From an optimization exercise on the open Yosys and OpenROAD flow, aimed at small area, a short achievable clock period and few clock cycles per item; shortcuts taken in it are not production practice.
RTL that was checked went through simulation tests only; none was proved equivalent to the original.

Setup of job 5902:
==> flow/design.v (excerpt) <==
module radio_pairing_slave_fsm_top (
	input  logic                                 clk,
	input  logic                                 arst_n,
	input  logic                                 cfg_we,
	input  logic [rpsf_pkg::CFG_IDX_W-1:0]       cfg_index,
	input  logic [rpsf_pkg::ADDR_W-1:0]          cfg_data,
	input  logic                                 poll_valid,
	output logic                                 poll_ready,
	input  logic                                 poll_enable,
	input  logic [rpsf_pkg::TIME_W-1:0]          poll_now_ms,
	input  logic                                 poll_rx_valid,
	input  logic [rpsf_pkg::LEN_W-1:0]           poll_rx_length,
	input  logic [rpsf_pkg::CMD_W-1:0]           poll_rx_command,
	input  logic [rpsf_pkg::WORD_W-1:0]          poll_rx_magic,
	input  logic [rpsf_pkg::ADDR_W-1:0]          poll_rx_granted_address,
	output logic                                 result_valid,
	input  logic                                 result_ready,
	output logic                                 result_send_valid,
	output logic                                 result_send_kind,
	output logic [rpsf_pkg::WORD_W-1:0]          result_send_word,
	output logic [rpsf_pkg::ADDR_W-1:0]          result_send_address,
	output logic [rpsf_pkg::ADDR_W-1:0]          result_link_address,
	output logic                                 result_rx_flush,
	output logic [rpsf_pkg::PHASE_W-1:0]         result_phase,
	output logic [rpsf_pkg::COUNT_W-1:0]         result_verify_count,
	output logic                                 result_finish
);
export LEC_CHECK = 0
export CAP_MARGIN = 20
export CORE_MARGIN = 2
export CORE_UTILIZATION = 65
export CTS_CLUSTER_DIAMETER = 100
export CTS_CLUSTER_SIZE = 24
export SETUP_SLACK_MARGIN = 2.5
export SLEW_MARGIN = 20
export SYNTH_HIERARCHICAL = 1
create_clock -name core_clock -period 5.5 [get_ports {clk}]
standard.sh (not shown) runs the stock make flow with config.mk's settings and CLKGATE_MAP_FILE= SYNTH_SCRIPT=/design/flow/synth_recipe.tcl, a recipe that flattens the netlist after the stock synthesis.
==> flow/flow/run.sh <==
#!/bin/bash
# Standard layout with two changes:
#  - the port buffers are the smallest buffer (buf_1) instead of the one
#    buffer_ports picks by default;
#  - the slow four-input OR/NOR cells (and the 4-stack AOI/OAI) are added to
#    the don't-use list, so synthesis builds wide ORs from faster gates.
set -euo pipefail
export BUFFER_PORTS_ARGS="-buffer_cell sky130_fd_sc_hd__buf_1"
PLATFORM_DONT_USE="sky130_fd_sc_hd__lpflow_bleeder_1 sky130_fd_sc_hd__lpflow_clkbufkapwr_1 sky130_fd_sc_hd__lpflow_clkbufkapwr_16 sky130_fd_sc_hd__lpflow_clkbufkapwr_2 sky130_fd_sc_hd__lpflow_clkbufkapwr_4 sky130_fd_sc_hd__lpflow_clkbufkapwr_8 sky130_fd_sc_hd__lpflow_clkinvkapwr_1 sky130_fd_sc_hd__lpflow_clkinvkapwr_16 sky130_fd_sc_hd__lpflow_clkinvkapwr_2 sky130_fd_sc_hd__lpflow_clkinvkapwr_4 sky130_fd_sc_hd__lpflow_clkinvkapwr_8 sky130_fd_sc_hd__lpflow_decapkapwr_12 sky130_fd_sc_hd__lpflow_decapkapwr_3 sky130_fd_sc_hd__lpflow_decapkapwr_4 sky130_fd_sc_hd__lpflow_decapkapwr_6 sky130_fd_sc_hd__lpflow_decapkapwr_8 sky130_fd_sc_hd__lpflow_inputiso0n_1 sky130_fd_sc_hd__lpflow_inputiso0p_1 sky130_fd_sc_hd__lpflow_inputiso1n_1 sky130_fd_sc_hd__lpflow_inputiso1p_1 sky130_fd_sc_hd__lpflow_inputisolatch_1 sky130_fd_sc_hd__lpflow_isobufsrc_1 sky130_fd_sc_hd__lpflow_isobufsrc_16 sky130_fd_sc_hd__lpflow_isobufsrc_2 sky130_fd_sc_hd__lpflow_isobufsrc_4 sky130_fd_sc_hd__lpflow_isobufsrc_8 sky130_fd_sc_hd__lpflow_isobufsrckapwr_16 sky130_fd_sc_hd__lpflow_lsbuf_lh_hl_isowell_tap_1 sky130_fd_sc_hd__lpflow_lsbuf_lh_hl_isowell_tap_2 sky130_fd_sc_hd__lpflow_lsbuf_lh_hl_isowell_tap_4 sky130_fd_sc_hd__lpflow_lsbuf_lh_isowell_4 sky130_fd_sc_hd__lpflow_lsbuf_lh_isowell_tap_1 sky130_fd_sc_hd__lpflow_lsbuf_lh_isowell_tap_2 sky130_fd_sc_hd__lpflow_lsbuf_lh_isowell_tap_4 sky130_fd_sc_hd__probe_p_8 sky130_fd_sc_hd__probec_p_8 "
EXTRA_DONT_USE="sky130_fd_sc_hd__a2111o_1 sky130_fd_sc_hd__a2111o_2 sky130_fd_sc_hd__a2111o_4 sky130_fd_sc_hd__a2111oi_0 sky130_fd_sc_hd__a2111oi_1 sky130_fd_sc_hd__a2111oi_2 sky130_fd_sc_hd__a2111oi_4 sky130_fd_sc_hd__nor4_1 sky130_fd_sc_hd__nor4_2 sky130_fd_sc_hd__nor4_4 sky130_fd_sc_hd__nor4b_1 sky130_fd_sc_hd__nor4b_2 sky130_fd_sc_hd__nor4b_4 sky130_fd_sc_hd__nor4bb_1 sky130_fd_sc_hd__nor4bb_2 sky130_fd_sc_hd__nor4bb_4 sky130_fd_sc_hd__o2111a_1 sky130_fd_sc_hd__o2111a_2 sky130_fd_sc_hd__o2111a_4 sky130_fd_sc_hd__o2111ai_1 sky130_fd_sc_hd__o2111ai_2 sky130_fd_sc_hd__o2111ai_4 sky130_fd_sc_hd__or4_1 sky130_fd_sc_hd__or4_2 sky130_fd_sc_hd__or4_4 sky130_fd_sc_hd__or4b_1 sky130_fd_sc_hd__or4b_2 sky130_fd_sc_hd__or4b_4 sky130_fd_sc_hd__or4bb_1 sky130_fd_sc_hd__or4bb_2 sky130_fd_sc_hd__or4bb_4"
bash standard.sh DONT_USE_CELLS="$PLATFORM_DONT_USE $EXTRA_DONT_USE" finish > standard_flow.log 2>&1
diff inputs: job 5902 => job 6811
-- flow/design.v --
<<< job 5902, line 89
	logic                         send_q;
	logic                         event_q;
	logic                         pong_q, request_q;
	logic                         init1_q, init2_q;
	logic [7:0]                   cfg_en;
>>> job 6811, line 89
	logic                         send_q;
	logic                         event_q;
	logic                         init1_q, init2_q;
	logic [7:0]                   cfg_en;
<<< job 5902, line 99
	logic [rpsf_pkg::TMO_W-1:0]   hi_same, hi_next, csa_s, csa_c;
	logic                         lo_ok, hi_ne;
	logic [rpsf_pkg::TMO_W-1:0]   limit_n;
	logic [rpsf_pkg::COUNT_W-1:0] count_inc;
	logic [rpsf_pkg::PHASE_W-1:0] phase_d, phase_n, phase_x;
>>> job 6811, line 98
	logic [rpsf_pkg::TMO_W-1:0]   hi_same, hi_next, csa_s, csa_c;
	logic                         lo_ok, hi_ne;
	logic [rpsf_pkg::TMO_W-1:0]   limit;
	logic [rpsf_pkg::COUNT_W-1:0] count_inc;
	logic [rpsf_pkg::PHASE_W-1:0] phase_d, phase_n, phase_x;
<<< job 5902, line 171
	assign lim_resp_n = fire ? lim_resp_d : lim_resp_q;
	assign goal_n     = fire ? goal_d : goal_q;
	rpsf_sel3 u_limit (.a(response_tmo_q), .b(silent_done_q), .c(verify_tmo_q),
		.sa(lim_resp_n), .sb(!lim_resp_n && goal_n), .sc(!lim_resp_n && !goal_n), .yn(limit_n));
	always_ff @(posedge clk) begin
		limit_n_q <= limit_n;
		cfg_wr_q  <= cfg_we;
	end
>>> job 6811, line 170
	assign lim_resp_n = fire ? lim_resp_d : lim_resp_q;
	assign goal_n     = fire ? goal_d : goal_q;
	assign limit      = lim_resp_n ? response_tmo_q : (goal_n ? silent_done_q : verify_tmo_q);
	always_ff @(posedge clk) begin
		limit_n_q <= ~limit;
		cfg_wr_q  <= cfg_we;
	end
<<< job 5902, line 273
			lim_resp_q <= lim_resp_d;
			send_q  <= poll_enable && (in_send || (in_verify && ping_ok));
			request_q <= poll_enable && in_send;
			pong_q    <= poll_enable && in_verify && ping_ok;
			event_q <= poll_enable && ((in_wait && resp_ok) || in_done);
		end
>>> job 6811, line 271
			lim_resp_q <= lim_resp_d;
			send_q  <= poll_enable && (in_send || (in_verify && ping_ok));
			event_q <= poll_enable && ((in_wait && resp_ok) || in_done);
		end
<<< job 5902, line 280
	assign result_valid        = valid_q;
	assign result_send_valid   = send_q;
	assign result_send_kind    = pong_q;
	assign result_send_word    = (slave_magic_q & {rpsf_pkg::WORD_W{pong_q}})
		| (device_id_q & {rpsf_pkg::WORD_W{request_q}});
	assign result_send_address = send_q ? link_q : '0;
	assign result_link_address = link_q;
>>> job 6811, line 276
	assign result_valid        = valid_q;
	assign result_send_valid   = send_q;
	assign result_send_kind    = send_q && phase_q[0];
	assign result_send_word    = !send_q ? '0 : (phase_q[0] ? slave_magic_q : device_id_q);
	assign result_send_address = send_q ? link_q : '0;
	assign result_link_address = link_q;
<<< job 5902, line 341
	assign y = s ? a1 : a0;
endmodule
module rpsf_sel3 (
	input  logic [15:0] a, b, c,
	input  logic        sa, sb, sc,
	output logic [15:0] yn
);
	assign yn = ~((a & {16{sa}}) | (b & {16{sb}}) | (c & {16{sc}}));
endmodule
>>> job 6811, line 336
	assign y = s ? a1 : a0;
endmodule
Notes after the runs:
Per the final summary, job 6811 finished and its layout is clean on timing, DRC and antenna. Cell area | job 6811 vs job 5902 | job 6811 larger. Worst setup slack ended up 160 ps higher on job 6811 than on job 5902. Going from job 5902 to job 6811, setup slack after placement went up, layout sequential cell count now smaller, number of instances resized during post-cts repair has decreased, fmax now sits higher, number of clock sinks seen by CTS shrank by 2. Vias: job 6811 above job 5902. phase_q[0]$_DFF_PN0_ as the beginning of the critical path was reported by job 6811, and poll_rx_command[5] by job 5902.
Testbench counts of job 6811, summed over its fixed seeds: cycles 24,008, items 24,000.
No functional check of the RTL was part of job 5902.

port drivers added, routing unchanged:
Ports are ideal in the flow. The routed layouts listed here were re-timed in OpenROAD.
Step 1 assumes that a clkbuf_16 drives the clock port and a buf_2 every other input.
Step 2 adds t to the input delays and takes it off the output delays; t is the mean of the earliest and latest rising clock arrival at the registers after step 1. Input paths then give back, and output paths get back, about the clock's delay inside the block.
Slacks: no drivers / after step 1 / after step 2; pairs: no drivers / after step 1.
run	shift t [ns]	setup slack, ns	clock arrival spread, ns
job 5902	0.548	2.445 / 2.467 / 1.921	0.016 / 0.016
job 6811	0.540	2.602 / 2.554 / 2.097	0.023 / 0.023
After both steps every run listed still meets setup and hold. The setup slack of job 5902, which loses most, moves by +0.022 ns with the drivers and by -0.524 ns with both steps.
